What follows belongs to an exercise in optimizing a design on an open flow for small area, a short achievable clock period and few clock cycles; a production flow would make more cautious choices.
Function was checked by simulation only, so behaviour that the tests miss may differ from the original.
Power is estimated from default activity; no workload was simulated.

== pepper ==
==> flow/design.v (excerpt) <==
module lenet_top
(
    input  wire                     clk,
    input  wire                     rst,
    input  wire lenet_pkg::mem_wr_t img_wr,
    input  wire lenet_pkg::kernel_t kernel,
    input  wire                     start,
    output logic                    busy,
    output logic                    finish,
    output lenet_pkg::pool_result_t result
);
    localparam int ACC_W = 20;
    logic       running;
    logic       a_act;       
    logic [1:0] rp;          
    logic [2:0] col;         
    logic       a_last;
    logic       rest1;       
    logic       rest2;
    logic       shift;
    logic       b_vld, c_vld, d_vld, e_vld;
    logic       b_last, c_last, d_last, e_last;
    logic [1:0] b_rp, c_rp, d_rp, e_rp;
    logic [2:0] b_col, c_col, d_col, e_col;
    assign a_last = a_act && rp == 2'd2 && col == 3'd5;
    assign shift  = (a_act && rp == 2'd2) || rest1 || rest2;
    always_ff @(posedge clk)
    begin
        if (rst)
  ...
Size in the first run: roughly 1,100 flip-flops, ~69,000 sq um of cells after synthesis.
Settings: LEC_CHECK=0, CAP_MARGIN=20, CORE_MARGIN=2, CORE_UTILIZATION=40, SLEW_MARGIN=20, SYNTH_HIERARCHICAL=1, SYNTH_MINIMUM_KEEP_SIZE=0; clock period 10.0 ns.
standard.sh (not shown) runs the stock make flow with config.mk's settings and CLKGATE_MAP_FILE= SYNTH_SCRIPT=/design/flow/synth_recipe.tcl, a recipe that flattens the netlist after the stock synthesis.
==> flow/flow/run.sh <==
#!/bin/bash
set -euo pipefail
MARGIN=6.8
sed "s/\"\${@:-finish}\"/SETUP_SLACK_MARGIN=${MARGIN} \"\${@:-finish}\"/" standard.sh > standard_margin.sh
grep -q "SETUP_SLACK_MARGIN=${MARGIN}" standard_margin.sh
bash standard_margin.sh > standard_margin.log 2>&1
Testbench counts of pepper, summed over its fixed seeds: cycles 9,696.
Input-level comparison between yarrow and pepper:
Settings: putting CTS_BUF_LIST at sky130_fd_sc_hd__clkbuf_4 sky130_fd_sc_hd__clkbuf_8 where nothing was set.
--- a/flow/flow/run.sh
+++ b/flow/flow/run.sh
@@ -2,3 +2,3 @@
 set -euo pipefail
-MARGIN=6.8
+MARGIN=6.6
 sed "s/\"\${@:-finish}\"/SETUP_SLACK_MARGIN=${MARGIN} \"\${@:-finish}\"/" standard.sh > standard_margin.sh
### Flow results
No stage failed in yarrow, and the final checks on the layout all came back clean. The total track usage was comparable across pepper and yarrow. Looking only at part of the cycle the worst path needs, and setting everything else aside, the lower value of pepper and yarrow goes to yarrow. Summary of the comparison: post-layout net count is lower in yarrow, relative to pepper. Compare pepper and yarrow | global-route track usage on met2 higher: yarrow. In yarrow, via count is lower than in pepper. yarrow does better than pepper on area of all placed cells without fillers. Diff pepper and yarrow: overall power after layout higher in pepper. Going from pepper to yarrow, setup fix buffers added after clock tree synthesis shrank by more than half. Comparing pepper and yarrow, non-clock buffer contribution to total cell area is higher on pepper. The core of yarrow is less densely filled than that of pepper.


lenet_top, a different RTL version from the one above (not shown whole).
Size in the first run: roughly 4900 cells after synthesis, ~170 I/O pins, ~0.066 sq mm of cells after synthesis.
export LEC_CHECK = 0
export CAP_MARGIN = 20
export CORE_MARGIN = 2
export CORE_UTILIZATION = 40
export CTS_CLUSTER_DIAMETER = 80
export CTS_CLUSTER_SIZE = 30
export SLEW_MARGIN = 20
export SYNTH_HIERARCHICAL = 1
export SYNTH_MINIMUM_KEEP_SIZE = 0
create_clock -name core_clock -period 10.0 [get_ports {clk}]
==> flow/flow/run.sh <==
#!/bin/bash
set -euo pipefail
MARGIN=6.7
sed "s/\"\${@:-finish}\"/SETUP_SLACK_MARGIN=${MARGIN} BUFFER_PORTS_ARGS='-buffer_cell sky130_fd_sc_hd__buf_2' \"\${@:-finish}\"/" standard.sh > standard_margin.sh
grep -q "SETUP_SLACK_MARGIN=${MARGIN}" standard_margin.sh
bash standard_margin.sh synth > standard_synth.log 2>&1
openroad -no_init -exit flow/downsize.tcl > downsize.log 2>&1
bash standard_margin.sh > standard_margin.log 2>&1
==> flow/flow/downsize.tcl <==
# swap oversized combinational cells of the synthesized netlist for their
# smallest drive strength (same function); registers are not touched
set res orfs/results/$::env(FLOW_PLATFORM)/lenet_top/base
read_liberty $::env(FLOW_HOME)/platforms/$::env(FLOW_PLATFORM)/lib/sky130_fd_sc_hd__tt_025C_1v80.lib
read_db $res/1_synth.odb
set swaps {sky130_fd_sc_hd__a22oi_2 sky130_fd_sc_hd__a22oi_1}
set n 0
foreach inst [get_cells *] {
  set master [get_property [get_lib_cells -of_objects $inst] name]
  if {[dict exists $swaps $master]} {
    replace_cell $inst [dict get $swaps $master]
    incr n
  }
}
puts "downsized $n cells"
write_db $res/1_synth.odb
The first run passed the timing, DRC and antenna checks.
Testbench counts at the start, summed over its fixed seeds: cycles 9,456.
==> next run, changes <==
==> flow/flow/downsize.tcl (replaced) <==
# Resize cells of the synthesized netlist before the layout (same functions,
# other drive strengths); the timing repair steps resize further as needed.
#  - the Booth-select gates that synthesis sized _2 get their _1 size
#  - the kernel-encoding and window registers, which each drive about 16
#    Booth-select gates, get the strongest flip-flop of their type
set res orfs/results/$::env(FLOW_PLATFORM)/lenet_top/base
read_liberty $::env(FLOW_HOME)/platforms/$::env(FLOW_PLATFORM)/lib/sky130_fd_sc_hd__tt_025C_1v80.lib
read_db $res/1_synth.odb
set n 0
set m 0
foreach inst [get_cells *] {
  set master [get_property [get_lib_cells -of_objects $inst] name]
  if {$master eq "sky130_fd_sc_hd__a22oi_2"} {
    replace_cell $inst sky130_fd_sc_hd__a22oi_1
    incr n
  } elseif {$master eq "sky130_fd_sc_hd__dfxtp_1" &&
            [regexp {^(one_q|two_q|neg_q|win)\[} [get_full_name $inst]]} {
    replace_cell $inst sky130_fd_sc_hd__dfxtp_4
    incr m
  }
}
puts "downsized $n Booth-select gates, upsized $m registers"
write_db $res/1_synth.odb
- CORE_UTILIZATION: 40 -> 55
- PLACE_DENSITY: default -> 0.68
What happened: Design area came out lower by a few percent; die area came out lower by a quarter to a third; global-route usage came out higher by 7.3 points; via count is about the same; power came out lower by a few percent; hold slack barely changes; wire length came out lower by a few percent; final cell count came out lower by a little under a tenth; setup slack got worse by 0.024 ns; maximum frequency came out lower slightly; synthesized area came out higher slightly.
==> next run, changes <==
--- a/flow/flow/run.sh
+++ b/flow/flow/run.sh
@@ -1,5 +1,5 @@
 #!/bin/bash
 set -euo pipefail
-MARGIN=6.7
+MARGIN=6.9
 sed "s/\"\${@:-finish}\"/SETUP_SLACK_MARGIN=${MARGIN} BUFFER_PORTS_ARGS='-buffer_cell sky130_fd_sc_hd__buf_2' \"\${@:-finish}\"/" standard.sh > standard_margin.sh
 grep -q "SETUP_SLACK_MARGIN=${MARGIN}" standard_margin.sh
==> flow/flow/downsize.tcl (replaced) <==
# swap oversized combinational cells of the synthesized netlist for their
# smallest drive strength (same function); registers are not touched
set res orfs/results/$::env(FLOW_PLATFORM)/lenet_top/base
read_liberty $::env(FLOW_HOME)/platforms/$::env(FLOW_PLATFORM)/lib/sky130_fd_sc_hd__tt_025C_1v80.lib
read_db $res/1_synth.odb
set swaps {sky130_fd_sc_hd__a22oi_2 sky130_fd_sc_hd__a22oi_1}
set n 0
foreach inst [get_cells *] {
  set master [get_property [get_lib_cells -of_objects $inst] name]
  if {[dict exists $swaps $master]} {
    replace_cell $inst [dict get $swaps $master]
    incr n
  }
}
puts "downsized $n cells"
write_db $res/1_synth.odb
- CORE_UTILIZATION: 55 -> 40
- CTS_CLUSTER_DIAMETER: 80 -> default
- CTS_CLUSTER_SIZE: 30 -> default
- PLACE_DENSITY: 0.68 -> default
Sequential cell count does not change; first-iteration DRC count went up by 11%; sequential power went down by about 3%; clock skew went down by 0.0071 ns; via count went up by 6.5%.
==> next run, changes <==
--- a/flow/flow/run.sh
+++ b/flow/flow/run.sh
@@ -1,5 +1,5 @@
 #!/bin/bash
 set -euo pipefail
-MARGIN=6.9
+MARGIN=6.76
 sed "s/\"\${@:-finish}\"/SETUP_SLACK_MARGIN=${MARGIN} BUFFER_PORTS_ARGS='-buffer_cell sky130_fd_sc_hd__buf_2' \"\${@:-finish}\"/" standard.sh > standard_margin.sh
 grep -q "SETUP_SLACK_MARGIN=${MARGIN}" standard_margin.sh
==> flow/flow/downsize.tcl (replaced) <==
# Resize cells of the synthesized netlist before the layout (same functions,
# other drive strengths); the timing repair steps resize further as needed.
#  - the Booth-select gates that synthesis sized _2 get their _1 size
#  - the kernel-encoding and window registers, which each drive about 16
#    Booth-select gates, get the strongest flip-flop of their type
set res orfs/results/$::env(FLOW_PLATFORM)/lenet_top/base
read_liberty $::env(FLOW_HOME)/platforms/$::env(FLOW_PLATFORM)/lib/sky130_fd_sc_hd__tt_025C_1v80.lib
read_db $res/1_synth.odb
set n 0
set m 0
foreach inst [get_cells *] {
  set master [get_property [get_lib_cells -of_objects $inst] name]
  if {$master eq "sky130_fd_sc_hd__a22oi_2"} {
    replace_cell $inst sky130_fd_sc_hd__a22oi_1
    incr n
  } elseif {$master eq "sky130_fd_sc_hd__dfxtp_1" &&
            [regexp {^(one_q|two_q|neg_q|win)\[} [get_full_name $inst]]} {
    replace_cell $inst sky130_fd_sc_hd__dfxtp_4
    incr m
  }
}
puts "downsized $n Booth-select gates, upsized $m registers"
write_db $res/1_synth.odb
- CTS_CLUSTER_DIAMETER: default -> 80
- CTS_CLUSTER_SIZE: default -> 30
=>
- power went down by a little under a tenth
- via count falls by a few percent
- critical path depth is higher by 6
- setup slack is better by 0.014 ns
- maximum frequency rose slightly
- cell area fell by a little under a tenth
- clock skew grows by 0.020 ns

-- afterwards: timing with drivers on the ports --
No port has a modelled driver above. Below, the same layouts with a new extraction and two added sets of constraints.
Step 1, drivers: a clkbuf_16 drives clk and a buf_2 each remaining input, both assumed.
Step 2 also shifts input and output timing later by t, the mid clock arrival at the registers, as if the neighbouring blocks saw the same clock.
Three values: no drivers, after step 1, after step 2; two values: the first two.
run | t (ns) | setup slack, ns | hold WS [ns] | clock arrival spread, ns | cell pins on the clock port's net
pepper | 0.867 | 6.475 / 6.475 / 6.475 | 0.322 / 0.322 / 0.322 | 0.043 / 0.043 | 1
yarrow | 1.035 | 6.527 / 6.449 / 6.555 | 0.314 / 0.314 / 0.314 | 0.070 / 0.071 | 1
the first run of note 2 | 0.808 | 6.686 / 6.627 / 6.270 | 0.334 / 0.334 / 0.334 | 0.071 / 0.071 | 1
the second run of note 2 | 0.787 | 6.662 / 6.650 / 6.343 | 0.336 / 0.336 / 0.336 | 0.045 / 0.046 | 1
the third run of note 2 | 0.870 | 6.675 / 6.588 / 6.150 | 0.324 / 0.324 / 0.324 | 0.040 / 0.040 | 1
the fourth run of note 2 | 0.809 | 6.690 / 6.635 / 6.337 | 0.333 / 0.333 / 0.333 | 0.066 / 0.066 | 1
After both steps setup and hold are still met in every run listed. For the third run of note 2, which loses most, drivers alone change the setup slack by -0.087 ns; drivers and shift together by -0.525 ns.
